What follows belongs to an exercise in optimizing a design on an open flow for small area, a short achievable clock period and few clock cycles per item; a production flow would make more cautious choices.
RTL that was checked went through simulation tests only; none was proved equivalent to the original.
The RTL of run 4 was laid out without a check of its function.

===== design/flow/design.v =====
module csg_mix (
  input  logic        clk,
  input  logic        rst_n,
  input  logic        adv,
  input  logic        c_v,
  input  logic [4:0]  c_s,
  input  logic [9:0]  c_a,
  input  logic [3:0]  c_n,
  output logic        f_v,
  output logic signed [15:0] f_sum
);
  logic        p_sg;
  logic [10:0] p_sgsum;
  logic [9:0]  p_at;
  logic [24:0] p_g0, p_g1, p_g2, p_t, p_s1, p_c1, p_r0s, p_r0c, p_d;
  logic [10:0] p_dhi;
  logic [18:0] p_td;
  logic        p_cp, p_cm;
  always_comb begin
    case (c_n)
      4'd0: p_sgsum = {1'b0, c_a} + 11'h700;
      4'd1: p_sgsum = {1'b0, c_a} + 11'h70b;
      4'd2: p_sgsum = {1'b0, c_a} + 11'h716;
      4'd3: p_sgsum = {1'b0, c_a} + 11'h722;
      4'd4: p_sgsum = {1'b0, c_a} + 11'h72d;
      4'd5: p_sgsum = {1'b0, c_a} + 11'h739;
      4'd6: p_sgsum = {1'b0, c_a} + 11'h744;
      4'd7: p_sgsum = {1'b0, c_a} + 11'h750;
      4'd8: p_sgsum = {1'b0, c_a} + 11'h75b;
      4'd9: p_sgsum = {1'b0, c_a} + 11'h767;
      4'd10: p_sgsum = {1'b0, c_a} + 11'h772;
      4'd11: p_sgsum = {1'b0, c_a} + 11'h77e;
      4'd12: p_sgsum = {1'b0, c_a} + 11'h789;
      4'd13: p_sgsum = {1'b0, c_a} + 11'h795;
      4'd14: p_sgsum = {1'b0, c_a} + 11'h7a0;
      4'd15: p_sgsum = {1'b0, c_a} + 11'h7ac;
      default: p_sgsum = '0;
    endcase
    p_sg = p_sgsum[10];
    p_at = p_sg ? ~c_a : c_a;
    case (p_at[2:0])
      3'd0: p_g0 = 25'h0;
      3'd1: p_g0 = 25'h12ba;
      3'd2: p_g0 = 25'h2573;
      3'd3: p_g0 = 25'h382d;
      3'd4: p_g0 = 25'h4ae7;
      3'd5: p_g0 = 25'h5da1;
      3'd6: p_g0 = 25'h705a;
      3'd7: p_g0 = 25'h8314;
      default: p_g0 = '0;
    endcase
    case (p_at[5:3])
      3'd0: p_g1 = 25'h0;
      3'd1: p_g1 = 25'h95ce;
      3'd2: p_g1 = 25'h12b9b;
      3'd3: p_g1 = 25'h1c169;
      3'd4: p_g1 = 25'h25736;
      3'd5: p_g1 = 25'h2ed04;
      3'd6: p_g1 = 25'h382d2;
      3'd7: p_g1 = 25'h4189f;
      default: p_g1 = '0;
    endcase
    case (p_at[8:6])
      3'd0: p_g2 = 25'h0;
      3'd1: p_g2 = 25'h4ae6d;
      3'd2: p_g2 = 25'h95cda;
      3'd3: p_g2 = 25'he0b46;
      3'd4: p_g2 = 25'h12b9b3;
      3'd5: p_g2 = 25'h176820;
      3'd6: p_g2 = 25'h1c168d;
      3'd7: p_g2 = 25'h20c4fa;
      default: p_g2 = '0;
    endcase
    case ({p_sg, c_n, c_a[9]})
      6'd0: p_t = 25'h1ed464d;
      6'd1: p_t = 25'h12b9b3;
      6'd2: p_t = 25'h1ee1d16;
      6'd3: p_t = 25'h13907c;
      6'd4: p_t = 25'h1eef3df;
      6'd5: p_t = 25'h146745;
      6'd6: p_t = 25'h1efcaa8;
      6'd7: p_t = 25'h153e0e;
      6'd8: p_t = 25'h1f0a171;
      6'd9: p_t = 25'h1614d7;
      6'd10: p_t = 25'h1f1783a;
      6'd11: p_t = 25'h16eba0;
      6'd12: p_t = 25'h1f24f03;
      6'd13: p_t = 25'h17c269;
      6'd14: p_t = 25'h1f325cc;
      6'd15: p_t = 25'h189932;
      6'd16: p_t = 25'h1f3fc95;
      6'd17: p_t = 25'h196ffb;
      6'd18: p_t = 25'h1f4d35e;
      6'd19: p_t = 25'h1a46c4;
      6'd20: p_t = 25'h1f5aa27;
      6'd21: p_t = 25'h1b1d8d;
      6'd22: p_t = 25'h1f680f0;
      6'd23: p_t = 25'h1bf456;
      6'd24: p_t = 25'h1f757b9;
      6'd25: p_t = 25'h1ccb1f;
      6'd26: p_t = 25'h1f82e82;
      6'd27: p_t = 25'h1da1e8;
      6'd28: p_t = 25'h1f9054b;
      6'd29: p_t = 25'h1e78b1;
      6'd30: p_t = 25'h1f9dc14;
      6'd31: p_t = 25'h1f4f7a;
      6'd32: p_t = 25'h1ed5907;
      6'd33: p_t = 25'h1ed5907;
      6'd34: p_t = 25'h1ec823e;
      6'd35: p_t = 25'h1ec823e;
      6'd36: p_t = 25'h1ebab75;
      6'd37: p_t = 25'h1ebab75;
      6'd38: p_t = 25'h1ead4ac;
      6'd39: p_t = 25'h1ead4ac;
      6'd40: p_t = 25'h1e9fde3;
      6'd41: p_t = 25'h1e9fde3;
      6'd42: p_t = 25'h1e9271a;
      6'd43: p_t = 25'h1e9271a;
      6'd44: p_t = 25'h1e85051;
      6'd45: p_t = 25'h1e85051;
      6'd46: p_t = 25'h1e77988;
      6'd47: p_t = 25'h1e77988;
      6'd48: p_t = 25'h1e6a2bf;
      6'd49: p_t = 25'h1e6a2bf;
      6'd50: p_t = 25'h1e5cbf6;
      6'd51: p_t = 25'h1e5cbf6;
      6'd52: p_t = 25'h1e4f52d;
      6'd53: p_t = 25'h1e4f52d;
      6'd54: p_t = 25'h1e41e64;
      6'd55: p_t = 25'h1e41e64;
      6'd56: p_t = 25'h1e3479b;
      6'd57: p_t = 25'h1e3479b;
      6'd58: p_t = 25'h1e270d2;
      6'd59: p_t = 25'h1e270d2;
      6'd60: p_t = 25'h1e19a09;
      6'd61: p_t = 25'h1e19a09;
      6'd62: p_t = 25'h1e0c340;
      6'd63: p_t = 25'h1e0c340;
      default: p_t = '0;
    endcase
    case (c_n)
      4'd0: p_td = 19'h47c13;
      4'd1: p_td = 19'h4878c;
      4'd2: p_td = 19'h49304;
      4'd3: p_td = 19'h49e7c;
      4'd4: p_td = 19'h4a9f5;
      4'd5: p_td = 19'h4b56d;
      4'd6: p_td = 19'h4c0e5;
      4'd7: p_td = 19'h4cc5e;
      4'd8: p_td = 19'h4d7d6;
      4'd9: p_td = 19'h4e34f;
      4'd10: p_td = 19'h4eec7;
      4'd11: p_td = 19'h4fa3f;
      4'd12: p_td = 19'h505b8;
      4'd13: p_td = 19'h51130;
      4'd14: p_td = 19'h51ca9;
      4'd15: p_td = 19'h52821;
      default: p_td = '0;
    endcase
    p_s1  = p_g0 ^ p_g1 ^ p_g2;
    p_c1  = ((p_g0 & p_g1) | (p_g0 & p_g2) | (p_g1 & p_g2)) << 1;
    p_r0s = p_s1 ^ p_c1 ^ p_t;
    p_r0c = ((p_s1 & p_c1) | (p_s1 & p_t) | (p_c1 & p_t)) << 1;
    p_dhi = p_td[18:8] + {1'b0, c_a};
    p_d   = {3'd0, p_dhi, p_td[7:0], 3'd0};
    p_cp = 1'b0;
    p_cm = 1'b0;
    case ({c_a, c_n})
      14'd671: p_cm = 1'b1;
      14'd1325: p_cm = 1'b1;
      14'd1788: p_cm = 1'b1;
      14'd2107: p_cp = 1'b1;
      14'd3768: p_cm = 1'b1;
      14'd4779: p_cp = 1'b1;
      14'd4893: p_cm = 1'b1;
      14'd5277: p_cm = 1'b1;
      14'd5844: p_cp = 1'b1;
      14'd6918: p_cm = 1'b1;
      14'd7222: p_cm = 1'b1;
      14'd7417: p_cm = 1'b1;
      default: ;
    endcase
  end
  logic [24:0] r0_s, r0_c;
  logic r0_p, r0_n;
  logic [24:0] r1_s, r1_c;
  logic r1_p, r1_n;
  logic [24:0] r2_s, r2_c;
  logic r2_p, r2_n;
  logic [24:0] r3_s, r3_c;
  logic r3_p, r3_n;
  logic [24:0] r4_s, r4_c;
  logic r4_p, r4_n;
  logic [24:0] r5_s, r5_c;
  logic r5_p, r5_n;
  logic [24:0] r6_s, r6_c;
  logic r6_p, r6_n;
  logic [24:0] r7_s, r7_c;
  logic r7_p, r7_n;
  logic [24:0] r8_s, r8_c;
  logic r8_p, r8_n;
  logic [24:0] r9_s, r9_c;
  logic r9_p, r9_n;
  logic [24:0] r10_s, r10_c;
  logic r10_p, r10_n;
  logic [24:0] r11_s, r11_c;
  logic r11_p, r11_n;
  logic [24:0] r12_s, r12_c;
  logic r12_p, r12_n;
  csg_div #(.WT(25), .L(22), .T(1)) u_srt0 (.s_in(p_r0s), .c_in(p_r0c), .d_in(p_d),
    .s_out(r0_s), .c_out(r0_c), .qp(r0_p), .qn(r0_n));
  logic b0_v, b0_sg, b0_cp, b0_cm;
  logic [4:0] b0_sq;
  logic [24:0] b0_s, b0_c, b0_d;
  logic [0:0] b0_qp, b0_qn;
  always_ff @(posedge clk) begin
    if (!rst_n) b0_v <= 1'b0;
    else if (adv) b0_v <= c_v;
  end
  always_ff @(posedge clk) begin
    if (adv) begin
      b0_s[24:1] <= r0_s[24:1];
      b0_c[24:1] <= r0_c[24:1];
      b0_d[21:2] <= p_d[21:2];
      b0_sg <= p_sg;
      b0_sq <= c_s;
      b0_cp <= p_cp;
      b0_cm <= p_cm;
      b0_qp <= {r0_p};
      b0_qn <= {r0_n};
    end
  end
  assign b0_s[0:0] = '0;
  assign b0_c[0:0] = '0;
  assign b0_d[24:22] = '0;
  assign b0_d[1:0] = '0;
  csg_div #(.WT(25), .L(22), .T(2)) u_srt1 (.s_in(b0_s), .c_in(b0_c), .d_in(b0_d),
    .s_out(r1_s), .c_out(r1_c), .qp(r1_p), .qn(r1_n));
  csg_div #(.WT(25), .L(22), .T(3)) u_srt2 (.s_in(r1_s), .c_in(r1_c), .d_in(b0_d),
    .s_out(r2_s), .c_out(r2_c), .qp(r2_p), .qn(r2_n));
  csg_div #(.WT(25), .L(22), .T(4)) u_srt3 (.s_in(r2_s), .c_in(r2_c), .d_in(b0_d),
    .s_out(r3_s), .c_out(r3_c), .qp(r3_p), .qn(r3_n));
  logic b1_v, b1_sg, b1_cp, b1_cm;
  logic [4:0] b1_sq;
  logic [24:0] b1_s, b1_c, b1_d;
  logic [3:0] b1_qp, b1_qn;
  always_ff @(posedge clk) begin
    if (!rst_n) b1_v <= 1'b0;
    else if (adv) b1_v <= b0_v;
  end
  always_ff @(posedge clk) begin
    if (adv) begin
      b1_s[24:4] <= r3_s[24:4];
      b1_c[24:4] <= r3_c[24:4];
      b1_d[21:5] <= b0_d[21:5];
      b1_sg <= b0_sg;
      b1_sq <= b0_sq;
      b1_cp <= b0_cp;
      b1_cm <= b0_cm;
      b1_qp <= {b0_qp, r1_p, r2_p, r3_p};
      b1_qn <= {b0_qn, r1_n, r2_n, r3_n};
    end
  end
  assign b1_s[3:0] = '0;
  assign b1_c[3:0] = '0;
  assign b1_d[24:22] = '0;
  assign b1_d[4:0] = '0;
  csg_div #(.WT(25), .L(22), .T(5)) u_srt4 (.s_in(b1_s), .c_in(b1_c), .d_in(b1_d),
    .s_out(r4_s), .c_out(r4_c), .qp(r4_p), .qn(r4_n));
  csg_div #(.WT(25), .L(22), .T(6)) u_srt5 (.s_in(r4_s), .c_in(r4_c), .d_in(b1_d),
    .s_out(r5_s), .c_out(r5_c), .qp(r5_p), .qn(r5_n));
  csg_div #(.WT(25), .L(22), .T(7)) u_srt6 (.s_in(r5_s), .c_in(r5_c), .d_in(b1_d),
    .s_out(r6_s), .c_out(r6_c), .qp(r6_p), .qn(r6_n));
  logic b2_v, b2_sg, b2_cp, b2_cm;
  logic [4:0] b2_sq;
  logic [24:0] b2_s, b2_c, b2_d;
  logic [6:0] b2_qp, b2_qn;
  always_ff @(posedge clk) begin
    if (!rst_n) b2_v <= 1'b0;
    else if (adv) b2_v <= b1_v;
  end
  always_ff @(posedge clk) begin
    if (adv) begin
      b2_s[24:7] <= r6_s[24:7];
      b2_c[24:7] <= r6_c[24:7];
      b2_d[21:8] <= b1_d[21:8];
      b2_sg <= b1_sg;
      b2_sq <= b1_sq;
      b2_cp <= b1_cp;
      b2_cm <= b1_cm;
      b2_qp <= {b1_qp, r4_p, r5_p, r6_p};
      b2_qn <= {b1_qn, r4_n, r5_n, r6_n};
    end
  end
  assign b2_s[6:0] = '0;
  assign b2_c[6:0] = '0;
  assign b2_d[24:22] = '0;
  assign b2_d[7:0] = '0;
  csg_div #(.WT(25), .L(22), .T(8)) u_srt7 (.s_in(b2_s), .c_in(b2_c), .d_in(b2_d),
    .s_out(r7_s), .c_out(r7_c), .qp(r7_p), .qn(r7_n));
  csg_div #(.WT(25), .L(22), .T(9)) u_srt8 (.s_in(r7_s), .c_in(r7_c), .d_in(b2_d),
    .s_out(r8_s), .c_out(r8_c), .qp(r8_p), .qn(r8_n));
  csg_div #(.WT(25), .L(22), .T(10)) u_srt9 (.s_in(r8_s), .c_in(r8_c), .d_in(b2_d),
    .s_out(r9_s), .c_out(r9_c), .qp(r9_p), .qn(r9_n));
  logic b3_v, b3_sg, b3_cp, b3_cm;
  logic [4:0] b3_sq;
  logic [24:0] b3_s, b3_c, b3_d;
  logic [9:0] b3_qp, b3_qn;
  always_ff @(posedge clk) begin
    if (!rst_n) b3_v <= 1'b0;
    else if (adv) b3_v <= b2_v;
  end
  always_ff @(posedge clk) begin
    if (adv) begin
      b3_s[24:10] <= r9_s[24:10];
      b3_c[24:10] <= r9_c[24:10];
      b3_d[21:11] <= b2_d[21:11];
      b3_sg <= b2_sg;
      b3_sq <= b2_sq;
      b3_cp <= b2_cp;
      b3_cm <= b2_cm;
      b3_qp <= {b2_qp, r7_p, r8_p, r9_p};
      b3_qn <= {b2_qn, r7_n, r8_n, r9_n};
    end
  end
  assign b3_s[9:0] = '0;
  assign b3_c[9:0] = '0;
  assign b3_d[24:22] = '0;
  assign b3_d[10:0] = '0;
  csg_div #(.WT(25), .L(22), .T(11)) u_srt10 (.s_in(b3_s), .c_in(b3_c), .d_in(b3_d),
    .s_out(r10_s), .c_out(r10_c), .qp(r10_p), .qn(r10_n));
  csg_div #(.WT(25), .L(22), .T(12)) u_srt11 (.s_in(r10_s), .c_in(r10_c), .d_in(b3_d),
    .s_out(r11_s), .c_out(r11_c), .qp(r11_p), .qn(r11_n));
  csg_div #(.WT(25), .L(22), .T(13)) u_srt12 (.s_in(r11_s), .c_in(r11_c), .d_in(b3_d),
    .s_out(r12_s), .c_out(r12_c), .qp(r12_p), .qn(r12_n));
  logic b4_v, b4_sg, b4_cp, b4_cm;
  logic [4:0] b4_sq;
  logic [24:0] b4_s, b4_c, b4_d;
  logic [12:0] b4_qp, b4_qn;
  always_ff @(posedge clk) begin
    if (!rst_n) b4_v <= 1'b0;
    else if (adv) b4_v <= b3_v;
  end
  always_ff @(posedge clk) begin
    if (adv) begin
      b4_s[24:13] <= r12_s[24:13];
      b4_c[24:13] <= r12_c[24:13];
      b4_sg <= b3_sg;
      b4_sq <= b3_sq;
      b4_cp <= b3_cp;
      b4_cm <= b3_cm;
      b4_qp <= {b3_qp, r10_p, r11_p, r12_p};
      b4_qn <= {b3_qn, r10_n, r11_n, r12_n};
    end
  end
  assign b4_s[12:0] = '0;
  assign b4_c[12:0] = '0;
  assign b4_d = '0;
  logic [24:0] f_rem;
  logic        f_neg;
  logic signed [15:0] f_q, f_pt;
  logic [11:0] f_psq;
  always_comb begin
    f_rem = b4_s + b4_c;
    f_neg = f_rem[24];
    f_q   = $signed({3'b0, b4_qp}) - $signed({3'b0, b4_qn})
          - 16'(f_neg) + 16'(b4_cp) - 16'(b4_cm);
    f_pt  = b4_sg ? -f_q : f_q;
    case (b4_sq)
      5'd0: f_psq = 12'd0;
      5'd1: f_psq = 12'd139;
      5'd2: f_psq = 12'd276;
      5'd3: f_psq = 12'd409;
      5'd4: f_psq = 12'd539;
      5'd5: f_psq = 12'd666;
      5'd6: f_psq = 12'd790;
      5'd7: f_psq = 12'd912;
      5'd8: f_psq = 12'd1030;
      5'd9: f_psq = 12'd1146;
      5'd10: f_psq = 12'd1260;
      5'd11: f_psq = 12'd1371;
      5'd12: f_psq = 12'd1480;
      5'd13: f_psq = 12'd1586;
      5'd14: f_psq = 12'd1690;
      5'd15: f_psq = 12'd1792;
      5'd16: f_psq = 12'd1892;
      5'd17: f_psq = 12'd1990;
      5'd18: f_psq = 12'd2086;
      5'd19: f_psq = 12'd2179;
      5'd20: f_psq = 12'd2272;
      5'd21: f_psq = 12'd2362;
      5'd22: f_psq = 12'd2450;
      5'd23: f_psq = 12'd2537;
      5'd24: f_psq = 12'd2622;
      5'd25: f_psq = 12'd2706;
      5'd26: f_psq = 12'd2788;
      5'd27: f_psq = 12'd2868;
      5'd28: f_psq = 12'd2947;
      5'd29: f_psq = 12'd3025;
      5'd30: f_psq = 12'd3101;
      5'd31: f_psq = 12'd0;
      default: f_psq = '0;
    endcase
    f_sum = $signed({4'b0, f_psq}) + f_pt;
  end
  assign f_v = b4_v;
endmodule
module csg_div #(
  parameter integer WT = 25,
  parameter integer L  = 22,
  parameter integer T  = 1
) (
  input  logic [WT-1:0] s_in,
  input  logic [WT-1:0] c_in,
  input  logic [WT-1:0] d_in,
  output logic [WT-1:0] s_out,
  output logic [WT-1:0] c_out,
  output logic          qp,
  output logic          qn
);
  localparam logic [WT-1:0] MASK = {WT{1'b1}} << T;
  logic [WT-1:0] s2, c2, dj, y, mj;
  logic [WT-L:0] est;
  always_comb begin
    s2  = {s_in[WT-2:0], 1'b0} & MASK;
    c2  = {c_in[WT-2:0], 1'b0} & MASK;
    dj  = d_in & MASK;
    est = s2[WT-1:L-1] + c2[WT-1:L-1];
    qp  = !est[WT-L];
    qn  = est[WT-L] && !(&est);
    y   = ({WT{qp}} & ~dj & MASK) | ({WT{qn}} & dj);
    mj  = (s2 & c2) | (s2 & y) | (c2 & y);
    s_out = s2 ^ c2 ^ y;
    c_out = {mj[WT-2:0], 1'b0} | (WT'(qp) << T);
  end
endmodule
module chiptune_sound_generator (
  input  logic        clk,
  input  logic        rst_n,
  input  logic        in_valid,
  output logic        in_stall,
  input  logic [1:0]  in_kind,
  input  logic [1:0]  in_voice,
  input  logic [23:0] in_phase_step,
  input  logic [3:0]  in_noise_rate,
  output logic        out_valid,
  input  logic        out_stall,
  output logic signed [15:0] out_sample,
  input  logic        psel,
  input  logic        penable,
  input  logic        pwrite,
  input  logic [4:0]  paddr,
  input  logic [31:0] pwdata,
  output logic [31:0] prdata,
  output logic        pready
);
  localparam logic [31:0] DUTY_ROWS = {8'b1111_1001, 8'b0001_1110,
                                       8'b0000_0110, 8'b0000_0010};
  localparam logic [191:0] NOISE_PERIODS = {
    12'd4068, 12'd2034, 12'd1016, 12'd762, 12'd508, 12'd380, 12'd254, 12'd202,
    12'd160, 12'd128, 12'd96, 12'd64, 12'd32, 12'd16, 12'd8, 12'd4};
  function automatic logic [8:0] env_step(input logic [8:0] e, input logic [3:0] period);
    logic [8:0] r;
    r = e;
    if (e[0]) begin
      r = {4'd15, period, 1'b0};
    end else if (e[8:5] != 4'd0) begin
      if (e[4:1] <= 4'd1) begin
        r[4:1] = period;
        r[8:5] = e[8:5] - 4'd1;
      end else begin
        r[4:1] = e[4:1] - 4'd1;
      end
    end
    env_step = r;
  endfunction
  logic [1:0] duty_a_r, duty_b_r;
  logic [3:0] env_per0_r, env_per1_r, env_per2_r;
  logic [23:0] sq_phase0_r, sq_phase1_r, sq_step0_r, sq_step1_r;
  logic [23:0] tri_phase_r, tri_step_r;
  logic        tri_on_r;
  logic [8:0]  env0_r, env1_r, env2_r;
  logic [14:0] nz_shift_r;
  logic [3:0]  nz_rate_r;
  logic [11:0] nz_count_r;
  logic        in_stall_r;
  logic        out_valid_r;
  logic signed [15:0] out_sample_r;
  logic [2:0]  paddr_r;
  logic in_acc, cfg_wr, adv, cap;
  assign in_stall = in_stall_r;
  assign in_acc   = in_valid && !in_stall_r;
  assign cap      = in_acc && (in_kind == 2'd0);
  assign pready   = 1'b1;
  assign cfg_wr   = psel && penable && pwrite;
  assign out_valid  = out_valid_r;
  assign out_sample = out_sample_r;
  assign adv      = !(out_valid_r && out_stall);
  always_ff @(posedge clk) begin
    if (!rst_n) begin
      duty_a_r   <= 2'd1;
      duty_b_r   <= 2'd2;
      env_per0_r <= 4'd12;
      env_per1_r <= 4'd9;
      env_per2_r <= 4'd2;
    end else if (cfg_wr) begin
      case (paddr[4:2])
        3'd0: duty_a_r   <= pwdata[1:0];
        3'd1: duty_b_r   <= pwdata[1:0];
        3'd2: env_per0_r <= pwdata[3:0];
        3'd3: env_per1_r <= pwdata[3:0];
        3'd4: env_per2_r <= pwdata[3:0];
        default: ;
      endcase
    end
  end
  always_ff @(posedge clk) paddr_r <= paddr[4:2];
  always_comb begin
    prdata = '0;
    case (paddr_r)
      3'd0: prdata[1:0] = duty_a_r;
      3'd1: prdata[1:0] = duty_b_r;
      3'd2: prdata[3:0] = env_per0_r;
      3'd3: prdata[3:0] = env_per1_r;
      3'd4: prdata[3:0] = env_per2_r;
      default: ;
    endcase
  end
  logic [3:0]  lvl_a, lvl_b, lvl_n;
  logic [9:0]  tri_a;
  logic [12:0] nz_c;
  logic        nz_clk;
  logic [14:0] nz_shift_nxt;
  logic [4:0]  s_new;
  always_comb begin
    lvl_a = DUTY_ROWS[{duty_a_r, sq_phase0_r[23:21]}] ? env0_r[8:5] : 4'd0;
    lvl_b = DUTY_ROWS[{duty_b_r, sq_phase1_r[23:21]}] ? env1_r[8:5] : 4'd0;
    s_new = 5'(lvl_a) + 5'(lvl_b);
    if (!tri_on_r)            tri_a = 10'd256;
    else if (tri_phase_r[23]) tri_a = {1'b0, tri_phase_r[22:14]};
    else tri_a = 10'd512 - (10'(tri_phase_r[22:14]) + 10'(|tri_phase_r[13:0]));
    nz_c   = {1'b0, nz_count_r} + 13'd1;
    nz_clk = nz_c >= {1'b0, NOISE_PERIODS[12*nz_rate_r +: 12]};
    nz_shift_nxt = nz_clk ? {nz_shift_r[0] ^ nz_shift_r[1], nz_shift_r[14:1]} : nz_shift_r;
    lvl_n  = nz_shift_nxt[0] ? env2_r[8:5] : 4'd0;
  end
  always_ff @(posedge clk) begin
    if (!rst_n) begin
      sq_phase0_r <= '0;
      sq_phase1_r <= '0;
      sq_step0_r  <= '0;
      sq_step1_r  <= '0;
      tri_phase_r <= '0;
      tri_step_r  <= '0;
      tri_on_r    <= 1'b1;
      env0_r      <= 9'd1;
      env1_r      <= 9'd1;
      env2_r      <= 9'd1;
      nz_shift_r  <= '0;
      nz_rate_r   <= '0;
      nz_count_r  <= '0;
    end else if (in_acc) begin
      case (in_kind)
        2'd0: begin
          sq_phase0_r <= sq_phase0_r + sq_step0_r;
          sq_phase1_r <= sq_phase1_r + sq_step1_r;
          if (tri_on_r) tri_phase_r <= tri_phase_r + tri_step_r;
          nz_shift_r <= nz_shift_nxt;
          nz_count_r <= nz_clk ? 12'd0 : nz_c[11:0];
        end
        2'd1: begin
          env0_r <= env_step(env0_r, env_per0_r);
          env1_r <= env_step(env1_r, env_per1_r);
          env2_r <= env_step(env2_r, env_per2_r);
        end
        2'd2: begin
          case (in_voice)
            2'd0: begin
              sq_step0_r  <= in_phase_step;
              sq_phase0_r <= '0;
              env0_r[0]   <= 1'b1;
            end
            2'd1: begin
              sq_step1_r  <= in_phase_step;
              sq_phase1_r <= '0;
              env1_r[0]   <= 1'b1;
            end
            2'd2: begin
              tri_on_r    <= 1'b1;
              tri_step_r  <= in_phase_step;
              tri_phase_r <= '0;
            end
            default: begin
              nz_shift_r <= 15'd1;
              nz_rate_r  <= in_noise_rate;
              env2_r[0]  <= 1'b1;
            end
          endcase
        end
        default: begin
          case (in_voice)
            2'd0: env0_r[8:5] <= 4'd0;
            2'd1: env1_r[8:5] <= 4'd0;
            2'd2: tri_on_r <= 1'b0;
            default: env2_r[8:5] <= 4'd0;
          endcase
        end
      endcase
    end
  end
  logic       c_v, k_v;
  logic [4:0] c_s, k_s;
  logic [9:0] c_a, k_a;
  logic [3:0] c_n, k_n;
  always_ff @(posedge clk) begin
    if (!rst_n) begin
      c_v <= 1'b0;
      k_v <= 1'b0;
      in_stall_r <= 1'b0;
    end else begin
      in_stall_r <= !adv;
      if (adv) begin
        c_v <= k_v || cap;
        k_v <= 1'b0;
      end else if (cap) begin
        k_v <= 1'b1;
      end
    end
  end
  always_ff @(posedge clk) begin
    if (adv) begin
      c_s <= k_v ? k_s : s_new;
      c_a <= k_v ? k_a : tri_a;
      c_n <= k_v ? k_n : lvl_n;
    end
    if (!adv && cap) begin
      k_s <= s_new;
      k_a <= tri_a;
      k_n <= lvl_n;
    end
  end
  logic        f_v;
  logic signed [15:0] f_sum;
  csg_mix u_mix (.clk(clk), .rst_n(rst_n), .adv(adv), .c_v(c_v), .c_s(c_s), .c_a(c_a),
                 .c_n(c_n), .f_v(f_v), .f_sum(f_sum));
  always_ff @(posedge clk) begin
    if (!rst_n)   out_valid_r <= 1'b0;
    else if (adv) out_valid_r <= f_v;
  end
  always_ff @(posedge clk) begin
    if (adv) out_sample_r <= f_sum;
  end
endmodule

===== design/flow/run.sh =====
#!/bin/bash
# synth_recipe.tcl (not shown) runs the flow's synth.tcl, then flattens the netlist and writes it again
# the make line also repeats each setting of config.mk as NAME=value (left out here)
make -C /OpenROAD-flow-scripts/flow DESIGN_CONFIG=/design/flow/config.mk WORK_HOME=/design/flow/orfs CLKGATE_MAP_FILE= SYNTH_SCRIPT=/design/flow/synth_recipe.tcl finish

===== design/flow/config.mk =====
export PLATFORM = sky130hd
export DESIGN_NAME = chiptune_sound_generator
export DESIGN_NICKNAME = chiptune_sound_generator
export VERILOG_FILES = /design/flow/design.v
export SDC_FILE = /design/flow/constraint.sdc
export NUM_CORES = 4
export LEC_CHECK = 0
export ABC_CLOCK_PERIOD_IN_PS = 5000
export CAP_MARGIN = 20
export CORE_MARGIN = 2
export CORE_UTILIZATION = 40
export SETUP_SLACK_MARGIN = 3
export SLEW_MARGIN = 20

===== design/flow/constraint.sdc =====
create_clock -name core_clock -period 10.0 [get_ports {clk}]
set_input_delay 2.0000 -clock core_clock [delete_from_list [all_inputs] [get_ports {clk}]]
set_output_delay 2.0000 -clock core_clock [all_outputs]
set_load 0.01 [all_outputs]

==> flow_summary.json, run 1 <==
{
  "insertedDiodeCount": 0,
  "fin_setup_tns_ns": 0,
  "avgViaCountPerCell": 5.17,
  "clk_path_buf_depth": 3,
  "cts_root_buf": "clkbuf_16",
  "htree_num_levels": 3,
  "grt_use_met3_pct": 2.20,
  "critPathKind": "reg -> reg",
  "grt_pass1_vias": 29100,
  "io_buffer_count": 67,
  "ys.warnings.count": 33,
  "min_period_over_period_pct": 67.3,
  "utilization_pct": 45.9,
  "die_x_um": 332,
  "grt_max_degree": 80,
  "path_max_fanout": 4,
  "grt_pass1_wl_um": 156000,
  "syn2layout_area_growth_pct": 13.9,
  "gp_congestion": 0.838,
  "busiest_layer": "met2",
  "core-area_um2": 107000,
  "start_kind": "flip-flop",
  "antenna_found_initial": 2,
  "io_pins": 127,
  "wl_um": 96500,
  "status": "timing/DRC/antenna clean",
  "use_met1_pct": 23.5,
  "postRouteAntennaNets": 0,
  "drtIter0Drc": 1757,
  "cpMostUsedCell": "a21o_1",
  "dp_cells": 5690,
  "grt-ovfl-total": 0,
  "rsz0062_at_grt": "no",
  "die-area_um2": 110000,
  "synth_cell_type_count": 91,
  "vias": 30500,
  "fin_crit_ns": 6.73,
  "final_nets": 5074,
  "ys_seq_area_share_pct": 39.5,
  "critical_path_required_ns": 10.36,
  "endpoint_kind": "flip-flop",
  "synth_ff_type": "edfxtp_1",
  "maxCapViolCount": 0,
  "worst_slew_pin_slew_ns": 1.08,
  "avgSynthCellArea_um2": 9.88,
  "synth_top_family_by_area": "adder cells",
  "setup_viol": 0,
  "slowest_stage": "fa_1",
  "wl_per_cell_um": 16.3,
  "syn_inst": 4351,
  "hold_path.class": "reg -> reg",
  "hold_viol": 0,
  "gr-usage-all-layers_pct": 17.2,
  "synth-seq-cells": 651,
  "synthAdderAreaFrac_pct": 20.6,
  "die_height_um": 332,
  "async_flop_share_pct": 0,
  "slew-limit-headroom_pct": 28.0,
  "synth_xor_area_share_pct": 4.05,
  "skew_ns": 0.0364,
  "dp_hpwl_um": 69100,
  "cts_inserted_buffers": 74,
  "drc_errors": 0,
  "worstSkewPairLatency_ns": 0.64,
  "synth_simple_gate_area_share_pct": 11.9,
  "layout-drive-gt1-share_pct": 9.60,
  "initial_core_util_pct": 40.3,
  "post_layout_nonfiller_instances": 5912,
  "use_met2_pct": 29.1,
  "clk_pin_slew_ns": 0.06,
  "mostFrequentLayoutCell": "nand2_1",
  "arrival_ns": 7.09,
  "max_freq_ghz": 0.149,
  "first_pass_iters": 5,
  "hold_buffers": 0,
  "synth_compound_area_share_pct": 15.6,
  "syn_area_um2": 43000,
  "cts.sinks": 651,
  "slowest_delay_ns": 0.46,
  "synth_edf_count": 392,
  "mostFrequentLayoutCells": "445 x nand2_1, 436 x inv_1, 392 x edfxtp_1",
  "placementRows": 120,
  "cts_tree": "done",
  "synthMuxAreaShare_pct": 2.35,
  "drv_slew": 0
}
[routing by layer]
layer / up-vias / share of wire [%]
met3: 142 / 3.3
met5: - / 0
met1: 14800 / 46
met2: 487 / 48
li1: 15100 / -
met4: 0 / 2.0
[critical path, delay by kind of cell, from the launching register on]
kind                     cells  cell delay (ns)
AO/OA/AOI/OAI               14             2.21
XOR/XNOR                     3             0.44
adder cells (fa/ha/maj)      6             1.87
flip-flops                   1             0.37
AND/OR/NAND/NOR              6             1.59
[flip-flops by register name (all words and copies together), names as in the netlist, 23 cells and up]
name,count
sq_step0_r,24
sq_phase1_r,24
sq_phase0_r,24
tri_phase_r,24
sq_step1_r,24
u_mix.b0_c,23
u_mix.b0_s,23
tri_step_r,24
[final cells by class]
cell class                      instances  area (um2)
Inverter                              453        1740
Multi-Input combinational cell       3071       24300
Tap cell                             1403        1760
Clock buffer                           96        2080
Timing Repair inverter                  2        10.0
Sequential cell                       651       17000
Fill cell                            9962       57800
Timing Repair Buffer                  196        1780
Clock inverter                         40         348
[Yosys cell counts (8+ instances only)]
library cell / instances / area (um2)
a211o_1: 8 / 70.1
buf_4: 30 / 225
nor2b_1: 93 / 582
nand2b_1: 26 / 163
and2_1: 36 / 225
xor2_1: 65 / 569
a21oi_1: 320 / 1600
mux2_2: 18 / 203
nor3_1: 39 / 195
dfxtp_1: 259 / 5180
o31a_1: 8 / 70.1
a22oi_1: 53 / 398
nand4_1: 11 / 68.8
or3_1: 14 / 87.6
buf_1: 10 / 37.5
ha_1: 286 / 3580
o211ai_1: 37 / 278
o21ai_1: 9 / 45.0
o21bai_1: 33 / 248
xnor2_1: 128 / 1120
o31ai_1: 20 / 150
nor2_1: 308 / 1160
a211oi_1: 32 / 240
a31oi_1: 29 / 181
edfxtp_1: 392 / 11800
inv_1: 448 / 1680
nand3_1: 81 / 405
fa_1: 263 / 5270
nand2_1: 452 / 1700
nor3b_1: 11 / 82.6
buf_2: 15 / 75.1
clkbuf_1: 149 / 559
o21a_1: 25 / 188
nor4_1: 8 / 50.1
mux2i_1: 74 / 741
a21boi_0: 106 / 796
o21ai_0: 238 / 1190
a21o_1: 75 / 563
and3_1: 18 / 113
[what timing repair did]
| action | in CTS | in global routing |
|---|---|---|
| buffers inserted | 36 | 41 |
| pin swaps | 16 | 57 |
| gates resized for setup | 65 | 113 |
| cloned | 6 | 2 |
| setup endpoints to repair | 178 | 155 |
[worst paths after layout]
check / start / to / slack (ns) / cells past startpoint
max: u_mix.b4_s[14]$_DFFE_PN_ / out_sample_r[15]$_DFFE_PN_ / 3.27 / 29
min: u_mix.b1_qp[3]$_DFFE_PN_ / u_mix.b2_qp[6]$_DFFE_PN_ / 0.42 / 0
max reg2reg: u_mix.b4_s[14]$_DFFE_PN_ / out_sample_r[15]$_DFFE_PN_ / 3.27 / 29
min reg2reg: u_mix.b1_qp[3]$_DFFE_PN_ / u_mix.b2_qp[6]$_DFFE_PN_ / 0.42 / 0
[through the flow]
stage               worst slack (ns)  hold WS, ns  instance area (um2)
finish                          3.27        0.417                49000
global route                    2.96        0.421                49000
CTS                             3.00        0.418                48100
detailed placement              1.45        0.405                45100
global placement                1.55        0.401                45100
floorplan                       3.00        0.400                43200
[cells by family after synthesis]
logic type / count (synthesis)
flip-flops: 651
XOR/XNOR: 196
AND/OR/NAND/NOR: 1135
multiplexers: 95
buffers and inverters: 657
AO/OA/AOI/OAI: 1065
adder cells (fa/ha/maj): 550
other: 2
Testbench counts, summed over its fixed seeds: cycles 9,654, items 7,530.
==> run 2: changes to the inputs <==
--- a/design/flow/config.mk
+++ b/design/flow/config.mk
@@ -5,9 +5,9 @@
 export SDC_FILE = /design/flow/constraint.sdc
 export NUM_CORES = 4
 export LEC_CHECK = 0
-export ABC_CLOCK_PERIOD_IN_PS = 5000
+export ABC_CLOCK_PERIOD_IN_PS = 3000
 export CAP_MARGIN = 20
 export CORE_MARGIN = 2
 export CORE_UTILIZATION = 40
-export SETUP_SLACK_MARGIN = 3
+export SETUP_SLACK_MARGIN = 5
 export SLEW_MARGIN = 20
==> run 2 against run 1 <==
Net effect: synthesized cell count unchanged; fmax up 3.7%; count of clock-buffer cells in the layout unchanged; routed wire length rose by 8.2%; non-clock buffer count rose by 192; still clean; hold slack worse by 0.022 ns; clock skew shrank 0.0051 ns; die area stayed put; cell count increased by 3.3%.
==> flow_summary.json, run 2 <==
{
  "layout-drive-gt1-share_pct": 20.0,
  "cpMostUsedCell": "buf_6",
  "die-area_um2": 110000,
  "cts.sinks": 651,
  "initial_core_util_pct": 40.3,
  "placementRows": 120,
  "final_nets": 5271,
  "synth.most_common_cell": "nand2_1",
  "hold_viol": 0,
  "vias": 31500,
  "min_period_over_period_pct": 64.9,
  "arrival_ns": 6.87,
  "r2r_cells": 40,
  "yosys-top-cells-count": "452 x nand2_1, 448 x inv_1, 392 x edfxtp_1, 320 x a21oi_1, 308 x nor2_1",
  "postRouteAntennaNets": 0,
  "final_area_um2": 53400,
  "fin_setup_tns_ns": 0,
  "crit_path_end": "u_mix.b4_s[13]$_DFFE_PN_",
  "synth-seq-cells": 651,
  "io_pins": 127,
  "grt_pass1_vias": 30800,
  "first_pass_iters": 6,
  "drc_errors": 0,
  "setup_viol": 0,
  "r2r_start": "u_mix.b3_s[21]$_DFFE_PN_",
  "synth_edf_count": 392,
  "worst_slew_pin_slew_ns": 1.03,
  "drv_slew": 0,
  "cts_root_buf": "clkbuf_16",
  "mostFrequentLayoutCell": "nand2_1",
  "drtIter0Drc": 2155,
  "place_area_um2": 45900,
  "multi_input_area_um2": 26300,
  "core-area_um2": 107000,
  "die_height_um": 332,
  "gp_congestion": 0.833,
  "ys_top_cells_by_area": "edfxtp_1 27%, fa_1 12%, dfxtp_1 12%, ha_1 8.3%, nand2_1 3.9%",
  "ys_seq_area_share_pct": 39.5,
  "synth_top_area_share_pct": 27.4,
  "syn_inst": 4351,
  "seqCellArea_um2": 17000,
  "path_max_fanout": 4,
  "synth_cell_type_count": 91,
  "endpoint_kind": "flip-flop",
  "hold_path.class": "reg -> reg",
  "clk_path_buf_depth": 3,
  "syn2layout_area_growth_pct": 24.2,
  "cts_inserted_buffers": 73,
  "r2r_slack_ns": 3.51,
  "timing.rr.end": "u_mix.b4_s[13]$_DFFE_PN_",
  "slowest_delay_ns": 0.56,
  "grt_pass1_wl_um": 163000,
  "synth.largest_area_cell": "edfxtp_1",
  "critical_path_required_ns": 10.37,
  "cts_tree": "done",
  "startpoint": "u_mix.b3_s[21]$_DFFE_PN_",
  "avgSynthCellArea_um2": 9.88,
  "antenna_found_initial": 1,
  "wl_um": 104000,
  "htree_num_levels": 3,
  "slowest_stage": "fa_2",
  "die_x_um": 332,
  "worstSkewPairLatency_ns": 0.64,
  "mostFrequentLayoutCells": "436 x nand2_1, 399 x inv_1, 392 x edfxtp_1",
  "slew-limit-headroom_pct": 31.4,
  "skew_ns": 0.0313,
  "grt_max_degree": 160,
  "fillCellCount": 9438,
  "async_flop_share_pct": 0,
  "start_kind": "flip-flop",
  "clk_pin_slew_ns": 0.06,
  "status": "timing/DRC/antenna clean",
  "fin_crit_ns": 6.49,
  "wl_per_cell_um": 17.1,
  "ys.warnings.count": 33,
  "critPathKind": "reg -> reg",
  "synth_ff_type": "edfxtp_1",
  "maxCapViolCount": 0,
  "dp_hpwl_um": 69500,
  "gr-usage-all-layers_pct": 18.2,
  "rsz0062_at_grt": "yes",
  "io_buffer_count": 67,
  "avgViaCountPerCell": 5.16,
  "syn_area_um2": 43000,
  "grt-ovfl-total": 0,
  "max_freq_ghz": 0.154
}
## run 2: logic make-up (layout without fill, tap and decap cells)
kind of cell / after synthesis / after routing / share of synthesized area (%)
compound gates: 1065 / 1065 / 15.6
xor+xnor: 196 / 196 / 4.05
buf+inv: 657 / 974 / 6.04
fa+ha+maj: 550 / 550 / 20.6
mux: 95 / 95 / 2.35
other cells: 2 / 30 / 0.0175
flops: 651 / 651 / 39.5
simple gates: 1135 / 1143 / 11.9
## run 2: worst min-delay path by stage
stage / end / slack, ns / from / depth (start not counted)
floorplan: u_mix.b0_sq[0]$_DFFE_PN_ / 0.40 / c_s[0]$_DFFE_PN_ / 0
CTS: u_mix.b3_cp$_DFFE_PN_ / 0.39 / u_mix.b2_cp$_DFFE_PN_ / 0
global placement: u_mix.b4_qp[4]$_DFFE_PN_ / 0.40 / u_mix.b3_qp[1]$_DFFE_PN_ / 0
finish: u_mix.b3_cp$_DFFE_PN_ / 0.39 / u_mix.b2_cp$_DFFE_PN_ / 0
detailed placement: u_mix.b1_sq[0]$_DFFE_PN_ / 0.40 / u_mix.b0_sq[0]$_DFFE_PN_ / 0
global route: u_mix.b3_cp$_DFFE_PN_ / 0.39 / u_mix.b2_cp$_DFFE_PN_ / 0
## run 2: worst max-delay path, delay by kind of cell, from the launching register on
family                   cells  cell delay (ns)
buffers and inverters       27             2.81
flip-flops                   1             0.41
adder cells (fa/ha/maj)      4             1.51
XOR/XNOR                     3             0.51
AO/OA/AOI/OAI                6             0.96
## run 2: what timing repair did
item,4_1_cts,5_1_grt
buffers inserted,182,76
gates resized for setup,337,177
pin swaps,141,154
setup endpoints to repair,192,199
gates cloned,25,5
hold buffers,0,0
## run 2: layer usage
metal	vias to the layer above	track usage, %	wire, um
met5	-	0	0
met1	15200	23.6	46500
li1	15600	-	-
met2	589	31.1	50700
met4	0	6.35	3420
met3	174	2.59	3780
## run 2: cell type report
class,count,area share (%)
Timing Repair Buffer,388,7.57
Antenna cell,1,0.00469
Clock buffer,96,3.99
Sequential cell,651,31.8
Tap cell,1403,3.29
Timing Repair inverter,1,0.00937
Clock inverter,36,0.687
Multi-Input combinational cell,3078,49.3
Inverter,453,3.37
## run 2: metrics by stage
stage / utilization [%] / cells / hold slack, ns / setup slack [ns]
floorplan: - / 4378 / 0.400 / 3.32
global placement: 43.0 / 5682 / 0.401 / 1.86
detailed placement: 43.0 / 5684 / 0.405 / 1.74
CTS: 48.6 / 6023 / 0.390 / 3.42
global route: 50.0 / 6106 / 0.394 / 3.22
finish: 50.0 / 6107 / 0.395 / 3.51
==> run 3: changes to the inputs <==
--- a/design/flow/config.mk
+++ b/design/flow/config.mk
@@ -5,9 +5,7 @@
 export SDC_FILE = /design/flow/constraint.sdc
 export NUM_CORES = 4
 export LEC_CHECK = 0
-export ABC_CLOCK_PERIOD_IN_PS = 3000
 export CAP_MARGIN = 20
 export CORE_MARGIN = 2
 export CORE_UTILIZATION = 40
-export SETUP_SLACK_MARGIN = 5
 export SLEW_MARGIN = 20
==> run 3 against run 2 <==
Net effect: cell area shrank 11%; setup slack worse by 2.2 ns; via count decreased by 5.3%; register-to-register slack lost 2.2 ns; cell count down 4.5%; critical path depth decreased by 8; still clean; sequential share of layout area grew 3.9 points; critical endpoint is now u_mix.b2_s[18]$_DFFE_PN_; synthesized cell count is the same; critical path type unchanged.
==> flow_summary.json, run 3 <==
{
  "first_pass_iters": 5,
  "mostFrequentLayoutCell": "nand2_1",
  "synth_ff_type": "edfxtp_1",
  "worstSkewPairLatency_ns": 0.63,
  "setup_viol": 0,
  "ys_seq_area_share_pct": 39.5,
  "io_buffer_count": 67,
  "start_kind": "flip-flop",
  "grt_max_degree": 99,
  "initial_core_util_pct": 40.3,
  "maxCapViolCount": 0,
  "worst_slew_pin_slew_ns": 1.06,
  "grt_pass1_vias": 29300,
  "slew-limit-headroom_pct": 29.4,
  "die_height_um": 332,
  "synth_cell_type_count": 91,
  "max_freq_ghz": 0.115,
  "vias": 29800,
  "htree_num_levels": 3,
  "synth_top_area_share_pct": 27.4,
  "cts_resized": 0,
  "hold_buffers": 0,
  "yosys-top-cells-count": "452 x nand2_1, 448 x inv_1, 392 x edfxtp_1, 320 x a21oi_1, 308 x nor2_1",
  "postRouteAntennaNets": 0,
  "syn_inst": 4351,
  "place_ws_ns": 1.11,
  "critical_path_required_ns": 10.34,
  "cts.sinks": 651,
  "wl_um": 92200,
  "drv_slew": 0,
  "timing.final.ws_setup_ns": 1.29,
  "path_max_fanout": 19,
  "cts_inserted_buffers": 73,
  "clk_path_buf_depth": 3,
  "antenna_found_initial": 0,
  "clk_pin_slew_ns": 0.06,
  "gr-usage-all-layers_pct": 16.8,
  "fin_crit_ns": 8.71,
  "async_flop_share_pct": 0,
  "cpMostUsedCell": "a21oi_1",
  "slowest_delay_ns": 0.78,
  "hold_viol": 0,
  "syn_area_um2": 43000,
  "syn2layout_area_growth_pct": 10.7,
  "ys_top_cells_by_area": "edfxtp_1 27%, fa_1 12%, dfxtp_1 12%, ha_1 8.3%, nand2_1 3.9%",
  "die_x_um": 332,
  "hold_path.class": "reg -> reg",
  "min_period_over_period_pct": 87.1,
  "rsz0062_at_grt": "no",
  "grt_pass1_wl_um": 153000,
  "synth.most_common_cell": "nand2_1",
  "avgSynthCellArea_um2": 9.88,
  "endpoint_kind": "flip-flop",
  "cp_num_buf_inv": 8,
  "grt-ovfl-total": 0,
  "io_pins": 127,
  "placementRows": 120,
  "arrival_ns": 9.05,
  "synth.largest_area_cell": "edfxtp_1",
  "cpLargestDelayFamily": "adder cells",
  "ys.warnings.count": 33,
  "skew_ns": 0.0347,
  "gp_congestion": 0.853,
  "drc_errors": 0,
  "synth_edf_count": 392,
  "critPathKind": "reg -> reg",
  "slowest_stage": "xnor2_2",
  "drtIter0Drc": 1941,
  "synth-seq-cells": 651,
  "avgViaCountPerCell": 5.12,
  "dp_hpwl_um": 68300,
  "mostFrequentLayoutCells": "452 x nand2_1, 447 x inv_1, 392 x edfxtp_1",
  "cts_root_buf": "clkbuf_16",
  "status": "timing/DRC/antenna clean",
  "final_nets": 4990,
  "die-area_um2": 110000,
  "core-area_um2": 107000,
  "layout-drive-gt1-share_pct": 5.13,
  "post_cts_buffers": 0,
  "wl_per_cell_um": 15.8,
  "cts_tree": "done",
  "fin_setup_tns_ns": 0
}
[run 3: cell counts after synthesis]
Identical to the previous run, type by type.
[run 3: stage by stage]
step	std cells	utilization, %	cell area, um2	hold slack, ns
5_1_grt	5829	44.6	47600	0.421
3_3_place_gp	5693	42.2	45000	0.400
6_report	5830	44.6	47600	0.411
2_1_floorplan	4378	-	43100	0.400
3_5_place_dp	5693	42.2	45000	0.405
4_1_cts	5829	44.6	47600	0.408
[run 3: area by class of cell]
type / instances / area [um2]
Antenna cell: 1 / 2.50
Multi-Input combinational cell: 3070 / 23600
Inverter: 453 / 1710
Fill cell: 10100 / 59200
Sequential cell: 651 / 17000
Tap cell: 1403 / 1760
Clock buffer: 104 / 2110
Timing Repair Buffer: 116 / 1040
Clock inverter: 32 / 439
[run 3: cell families after synthesis]
kind of cell	Yosys count	synth area share, %
adder cells (fa/ha/maj)	550	20.6
AND/OR/NAND/NOR	1135	11.9
other	2	0.0175
multiplexers	95	2.35
buffers and inverters	657	6.04
AO/OA/AOI/OAI	1065	15.6
XOR/XNOR	196	4.05
flip-flops	651	39.5
[run 3: path summary, 6_finish.rpt]
kind                             from                  endpoint  slack, ns  cells after the start
max reg2reg  u_mix.b1_c[21]$_DFFE_PN_  u_mix.b2_s[18]$_DFFE_PN_       1.29                     32
max          u_mix.b1_c[21]$_DFFE_PN_  u_mix.b2_s[18]$_DFFE_PN_       1.29                     32
min reg2reg     u_mix.b0_cm$_DFFE_PN_     u_mix.b1_cm$_DFFE_PN_       0.41                      0
min             u_mix.b0_cm$_DFFE_PN_     u_mix.b1_cm$_DFFE_PN_       0.41                      0
[run 3: worst reg2reg max path, delay by kind of cell (launching register included)]
family / cells / cell delay [ns]
buffers and inverters: 8 / 1.69
adders and majority gates: 6 / 2.49
xor gates and xnor gates: 5 / 1.36
AOI/OAI and AO/OA: 11 / 1.84
DFF: 1 / 0.44
and+or+nand+nor: 2 / 0.61
[run 3: per-layer routing]
layer	up-vias	track usage, %	wire length (um)
met5	-	0	0
met4	0	4.59	2010
met3	128	1.72	2750
met2	444	28.4	44200
met1	14300	22.9	43200
li1	14900	-	-
==> run 4: changes to the inputs <==
--- a/design/flow/design.v
+++ b/design/flow/design.v
@@ -358,14 +358,27 @@
   assign b4_d = '0;
   logic [24:0] f_rem;
   logic        f_neg;
-  logic signed [15:0] f_q, f_pt;
+  logic [15:0] f_x, f_y, f_ka, f_kb, f_a, f_b, f_p;
   logic [11:0] f_psq;
   always_comb begin
     f_rem = b4_s + b4_c;
     f_neg = f_rem[24];
-    f_q   = $signed({3'b0, b4_qp}) - $signed({3'b0, b4_qn})
-          - 16'(f_neg) + 16'(b4_cp) - 16'(b4_cm);
-    f_pt  = b4_sg ? -f_q : f_q;
+    f_x   = b4_sg ? ~{3'b0, b4_qp} : {3'b0, b4_qp};
+    f_y   = b4_sg ? {3'b0, b4_qn} : ~{3'b0, b4_qn};
+    case ({b4_sg, b4_cp, b4_cm})
+      3'b010:  begin f_ka = 16'd2; f_kb = 16'd1; end
+      3'b001:  begin f_ka = 16'd0; f_kb = 16'hffff; end
+      3'b110:  begin f_ka = 16'd0; f_kb = 16'd1; end
+      3'b101:  begin f_ka = 16'd2; f_kb = 16'd3; end
+      3'b100:  begin f_ka = 16'd1; f_kb = 16'd2; end
+      default: begin f_ka = 16'd1; f_kb = 16'd0; end
+    endcase
+    f_p   = {4'b0, f_psq} + f_x + f_y;
+    f_a   = f_p + f_ka;
+    f_b   = f_p + f_kb;
+    f_sum = f_neg ? f_b : f_a;
+  end
+  always_comb begin
     case (b4_sq)
       5'd0: f_psq = 12'd0;
       5'd1: f_psq = 12'd139;
@@ -401,7 +414,6 @@
       5'd31: f_psq = 12'd0;
       default: f_psq = '0;
     endcase
-    f_sum = $signed({4'b0, f_psq}) + f_pt;
   end
   assign f_v = b4_v;
 endmodule
@@ -420,15 +432,20 @@
 );
   localparam logic [WT-1:0] MASK = {WT{1'b1}} << T;
   logic [WT-1:0] s2, c2, dj, y, mj;
-  logic [WT-L:0] est;
+  logic [WT-L:0] ea, eb, est;
+  logic          neg, zer;
   always_comb begin
     s2  = {s_in[WT-2:0], 1'b0} & MASK;
     c2  = {c_in[WT-2:0], 1'b0} & MASK;
     dj  = d_in & MASK;
-    est = s2[WT-1:L-1] + c2[WT-1:L-1];
-    qp  = !est[WT-L];
-    qn  = est[WT-L] && !(&est);
-    y   = ({WT{qp}} & ~dj & MASK) | ({WT{qn}} & dj);
+    ea  = s2[WT-1:L-1];
+    eb  = c2[WT-1:L-1];
+    est = ea + eb;
+    neg = est[WT-L];
+    zer = &(ea ^ eb);            
+    qp  = !neg;
+    qn  = neg && !zer;
+    y   = {WT{!zer}} & (neg ? dj : (~dj & MASK));
     mj  = (s2 & c2) | (s2 & y) | (c2 & y);
     s_out = s2 ^ c2 ^ y;
     c_out = {mj[WT-2:0], 1'b0} | (WT'(qp) << T);
@@ -483,19 +500,20 @@
   logic [14:0] nz_shift_r;
   logic [3:0]  nz_rate_r;
   logic [11:0] nz_count_r;
-  logic        in_stall_r;
+  logic        o_kv;
+  logic [15:0] o_ks;
   logic        out_valid_r;
   logic signed [15:0] out_sample_r;
-  logic [2:0]  paddr_r;
+  logic [3:0]  prdata_r;
   logic in_acc, cfg_wr, adv, cap;
-  assign in_stall = in_stall_r;
-  assign in_acc   = in_valid && !in_stall_r;
+  assign in_stall = k_v;
+  assign in_acc   = in_valid && !k_v;
   assign cap      = in_acc && (in_kind == 2'd0);
   assign pready   = 1'b1;
   assign cfg_wr   = psel && penable && pwrite;
   assign out_valid  = out_valid_r;
   assign out_sample = out_sample_r;
-  assign adv      = !(out_valid_r && out_stall);
+  assign adv      = !o_kv;
   always_ff @(posedge clk) begin
     if (!rst_n) begin
       duty_a_r   <= 2'd1;
@@ -514,18 +532,17 @@
       endcase
     end
   end
-  always_ff @(posedge clk) paddr_r <= paddr[4:2];
-  always_comb begin
-    prdata = '0;
-    case (paddr_r)
-      3'd0: prdata[1:0] = duty_a_r;
-      3'd1: prdata[1:0] = duty_b_r;
-      3'd2: prdata[3:0] = env_per0_r;
-      3'd3: prdata[3:0] = env_per1_r;
-      3'd4: prdata[3:0] = env_per2_r;
-      default: ;
+  always_ff @(posedge clk) begin
+    case (paddr[4:2])
+      3'd0: prdata_r <= {2'd0, duty_a_r};
+      3'd1: prdata_r <= {2'd0, duty_b_r};
+      3'd2: prdata_r <= env_per0_r;
+      3'd3: prdata_r <= env_per1_r;
+      3'd4: prdata_r <= env_per2_r;
+      default: prdata_r <= 4'd0;
     endcase
   end
+  assign prdata = {28'd0, prdata_r};
   logic [3:0]  lvl_a, lvl_b, lvl_n;
   logic [9:0]  tri_a;
   logic [12:0] nz_c;
@@ -609,6 +626,7 @@
     end
   end
   logic       c_v, k_v;
+  logic       o_free;
   logic [4:0] c_s, k_s;
   logic [9:0] c_a, k_a;
   logic [3:0] c_n, k_n;
@@ -616,9 +634,7 @@
     if (!rst_n) begin
       c_v <= 1'b0;
       k_v <= 1'b0;
-      in_stall_r <= 1'b0;
     end else begin
-      in_stall_r <= !adv;
       if (adv) begin
         c_v <= k_v || cap;
         k_v <= 1'b0;
@@ -643,11 +659,20 @@
   logic signed [15:0] f_sum;
   csg_mix u_mix (.clk(clk), .rst_n(rst_n), .adv(adv), .c_v(c_v), .c_s(c_s), .c_a(c_a),
                  .c_n(c_n), .f_v(f_v), .f_sum(f_sum));
+  assign o_free = !out_valid_r || !out_stall;
   always_ff @(posedge clk) begin
-    if (!rst_n)   out_valid_r <= 1'b0;
-    else if (adv) out_valid_r <= f_v;
+    if (!rst_n) begin
+      out_valid_r <= 1'b0;
+      o_kv        <= 1'b0;
+    end else if (o_free) begin
+      out_valid_r <= o_kv || f_v;
+      o_kv        <= 1'b0;
+    end else if (adv && f_v) begin
+      o_kv        <= 1'b1;
+    end
   end
   always_ff @(posedge clk) begin
-    if (adv) out_sample_r <= f_sum;
+    if (o_free) out_sample_r <= o_kv ? o_ks : f_sum;
+    if (!o_free && adv) o_ks <= f_sum;
   end
 endmodule
--- a/design/flow/config.mk
+++ b/design/flow/config.mk
@@ -5,7 +5,9 @@
 export SDC_FILE = /design/flow/constraint.sdc
 export NUM_CORES = 4
 export LEC_CHECK = 0
+export ABC_CLOCK_PERIOD_IN_PS = 5000
 export CAP_MARGIN = 20
 export CORE_MARGIN = 2
 export CORE_UTILIZATION = 40
+export SETUP_SLACK_MARGIN = 3
 export SLEW_MARGIN = 20
==> run 4 against run 3 <==
Net effect: still clean; synthesized cell count increased by 2.6%; via count increased by 3.3%; setup slack improved by 2.1 ns; die area increased by 4.6%; routed wire length increased by 8.1%; global-route usage increased by 0.38 points; core utilization increased by 0.16 points; clock skew decreased by 0.0032 ns; critical path type unchanged.
==> flow_summary.json, run 4 <==
{
  "mostFrequentLayoutCell": "nand2_1",
  "place_ws_ns": 2.23,
  "fillCellCount": 10700,
  "synth_ff_type": "edfxtp_1",
  "critPathKind": "reg -> reg",
  "io_pins": 127,
  "ys_seq_area_share_pct": 38.8,
  "synth_cell_type_count": 100,
  "synth_compound_area_share_pct": 13.3,
  "status": "timing/DRC/antenna clean",
  "cts_tree": "done",
  "cts.sinks": 668,
  "placementRows": 123,
  "die_x_um": 339,
  "drtIter0Drc": 1845,
  "io_buffer_count": 67,
  "dp_cells": 5885,
  "gr-usage-all-layers_pct": 17.2,
  "grt_pass1_vias": 30300,
  "ys_top_cells_by_area": "edfxtp_1 27%, fa_1 12%, dfxtp_1 12%, ha_1 7.6%, xnor2_1 4.5%",
  "postRouteAntennaNets": 0,
  "initial_core_util_pct": 40.2,
  "cts_inserted_buffers": 76,
  "avgViaCountPerCell": 5.11,
  "max_freq_ghz": 0.151,
  "core-area_um2": 112000,
  "dp_hpwl_um": 73200,
  "slew-limit-headroom_pct": 32.3,
  "grt_pass1_wl_um": 162000,
  "arrival_ns": 7.02,
  "insertedDiodeCount": 0,
  "synth.largest_area_cell": "edfxtp_1",
  "worst_slew_pin_slew_ns": 1.01,
  "drv_slew": 0,
  "first_pass_iters": 8,
  "clk_path_buf_depth": 3,
  "synth.most_common_cell": "nand2_1",
  "wl_um": 99600,
  "worstSkewPairLatency_ns": 0.63,
  "clk_pin_slew_ns": 0.06,
  "grt-ovfl-total": 0,
  "syn_area_um2": 45000,
  "synth_xor_area_share_pct": 6.92,
  "gp_congestion": 0.868,
  "endpoint_kind": "flip-flop",
  "htree_num_levels": 3,
  "yosys-top-cells-count": "485 x nand2_1, 408 x edfxtp_1, 394 x inv_1, 283 x nor2_1, 274 x ha_1",
  "mostFrequentLayoutCells": "485 x nand2_1, 408 x edfxtp_1, 391 x inv_1",
  "fin_setup_tns_ns": 0,
  "vias": 30800,
  "layout-drive-gt1-share_pct": 6.88,
  "critical_path_required_ns": 10.38,
  "antenna_found_initial": 1,
  "hold_path.class": "reg -> reg",
  "syn_inst": 4462,
  "wl_per_cell_um": 16.5,
  "fin_crit_ns": 6.64,
  "synth_top_family_by_area": "adder cells",
  "maxCapViolCount": 0,
  "timing.final.ws_setup_ns": 3.36,
  "synth-seq-cells": 668,
  "ys.warnings.count": 33,
  "start_kind": "flip-flop",
  "min_period_over_period_pct": 66.4,
  "syn2layout_area_growth_pct": 11.4,
  "cts_root_buf": "clkbuf_16",
  "async_flop_share_pct": 0,
  "skew_ns": 0.0314,
  "synthMuxAreaShare_pct": 3.88,
  "post_layout_nonfiller_instances": 6035,
  "path_max_fanout": 20,
  "synth_edf_count": 408,
  "rsz0062_at_grt": "no",
  "grt_max_degree": 88,
  "synth_simple_gate_area_share_pct": 12.2,
  "hold_buffers": 0,
  "hold_viol": 0,
  "die-area_um2": 115000,
  "setup_viol": 0,
  "drc_errors": 0,
  "synthAdderAreaFrac_pct": 19.3,
  "final_nets": 5085,
  "synth_top_area_share_pct": 27.2,
  "avgSynthCellArea_um2": 10.1,
  "die_height_um": 339,
  "holdWs_ns": 0.396
}
## run 4: cell count changes in the layout (fill, tap and decap cells not counted), sizes merged, moves of 13 or more
cell,change
a21oi,-104
nor2,-25
mux2i,+46
nand3,+23
o21ai,-30
edfxtp,+16
xor2,+40
buf,+13
nand2,+33
xnor2,+109
mux2,+30
inv,-57
## run 4: worst max-delay path, stage by stage, from the launching register on
cell and delay [ns]:
edfxtp_1 0.43, ha_1 0.34, a21o_1 0.21, a21oi_2 0.31
xnor2_4 0.23, inv_4 0.20, xnor2_1 0.17, nor2_1 0.12
fa_1 0.45, ha_1 0.34, a21o_1 0.17, a21o_1 0.31
xnor2_4 0.20, xor2_1 0.16, nand2_1 0.09, fa_1 0.62
inv_1 0.06, ha_1 0.31, a21o_1 0.18, a21oi_2 0.12
buf_4 0.32, xnor2_1 0.17, mux2_2 0.36, fa_1 0.48
inv_1 0.04
## run 4: repair_timing
action / in CTS / in global routing
buffers inserted: 5 / 4
resized for setup: 14 / 40
setup endpoints to repair: 95 / 119
pin swaps: 1 / 2
gates cloned: 0 / 2
## run 4: stage by stage
stage,util [%],area (um2)
floorplan,-,45100
detailed placement,42.0,47100
global route,44.7,50100
finish,44.7,50100
global placement,42.0,47100
CTS,44.5,49900
## run 4: per-layer routing
metal / vias to the layer above / global-route usage [%] / wire (um)
met5: - / 0 / 9
li1: 15300 / - / -
met2: 533 / 28.6 / 47000
met4: 2 / 5.19 / 2870
met1: 14900 / 23.2 / 46300
met3: 158 / 2.31 / 3520
## run 4: worst paths after layout
kind | start | to | slack (ns) | depth (start not counted)
worst max-delay path | u_mix.b1_c[21]$_DFFE_PN_ | u_mix.b2_s[21]$_DFFE_PN_ | 3.36 | 24
worst min-delay path | u_mix.b1_cm$_DFFE_PN_ | u_mix.b2_cm$_DFFE_PN_ | 0.40 | 0
worst max register to register | u_mix.b1_c[21]$_DFFE_PN_ | u_mix.b2_s[21]$_DFFE_PN_ | 3.36 | 24
worst min register to register | u_mix.b1_cm$_DFFE_PN_ | u_mix.b2_cm$_DFFE_PN_ | 0.40 | 0
## run 4: area by class of cell
| type | instances | area, um2 | share of cell area [%] |
|---|---|---|---|
| clock inverter | 47 | 651 | 1.30 |
| timing repair buffer | 131 | 1270 | 2.53 |
| sequential | 668 | 17500 | 34.8 |
| clock buffer | 92 | 2040 | 4.08 |
| multi-input combinational | 3197 | 25300 | 50.5 |
| inverter | 400 | 1540 | 3.06 |
| tap | 1500 | 1880 | 3.74 |
## run 4: cells by family after synthesis
family,after synthesis
DFF,668
xor gates and xnor gates,346
and+or+nand+nor,1203
buffers and inverters,624
adders and majority gates,539
AOI/OAI and AO/OA,912
other,2
muxes,168

-- afterwards: timing with drivers on the ports --
Ports are ideal in the flow. The routed layouts listed here were re-timed in OpenROAD. Step 1 (the two cells are an assumption about what drives the block):
set clk [get_ports {clk}]
set_driving_cell -lib_cell sky130_fd_sc_hd__clkbuf_16 $clk
set_driving_cell -lib_cell sky130_fd_sc_hd__buf_2 [delete_from_list [all_inputs] $clk]
Step 2 adds t to the input delays and takes it off the output delays; t is the mean of the earliest and latest rising clock arrival at the registers after step 1. Input paths then give back, and output paths get back, about the clock's delay inside the block. a / b / c = no drivers / after step 1 / after step 2; a / b = the first two.
run | t, ns | setup WS [ns] | worst setup path after step 2 | worst register clock-pin slew, ns | pins driven straight from the clock port
run 1 | 0.683 | 3.267 / 3.267 / 3.267 | register to register | 0.07 / 0.07 | 1
run 2 | 0.681 | 3.505 / 3.505 / 3.505 | register to register | 0.07 / 0.07 | 1
run 3 | 0.672 | 1.292 / 1.292 / 1.292 | register to register | 0.07 / 0.07 | 1
run 4 | 0.683 | 3.358 / 3.358 / 3.358 | register to register | 0.07 / 0.07 | 1
After both steps setup and hold are still met in every run listed.
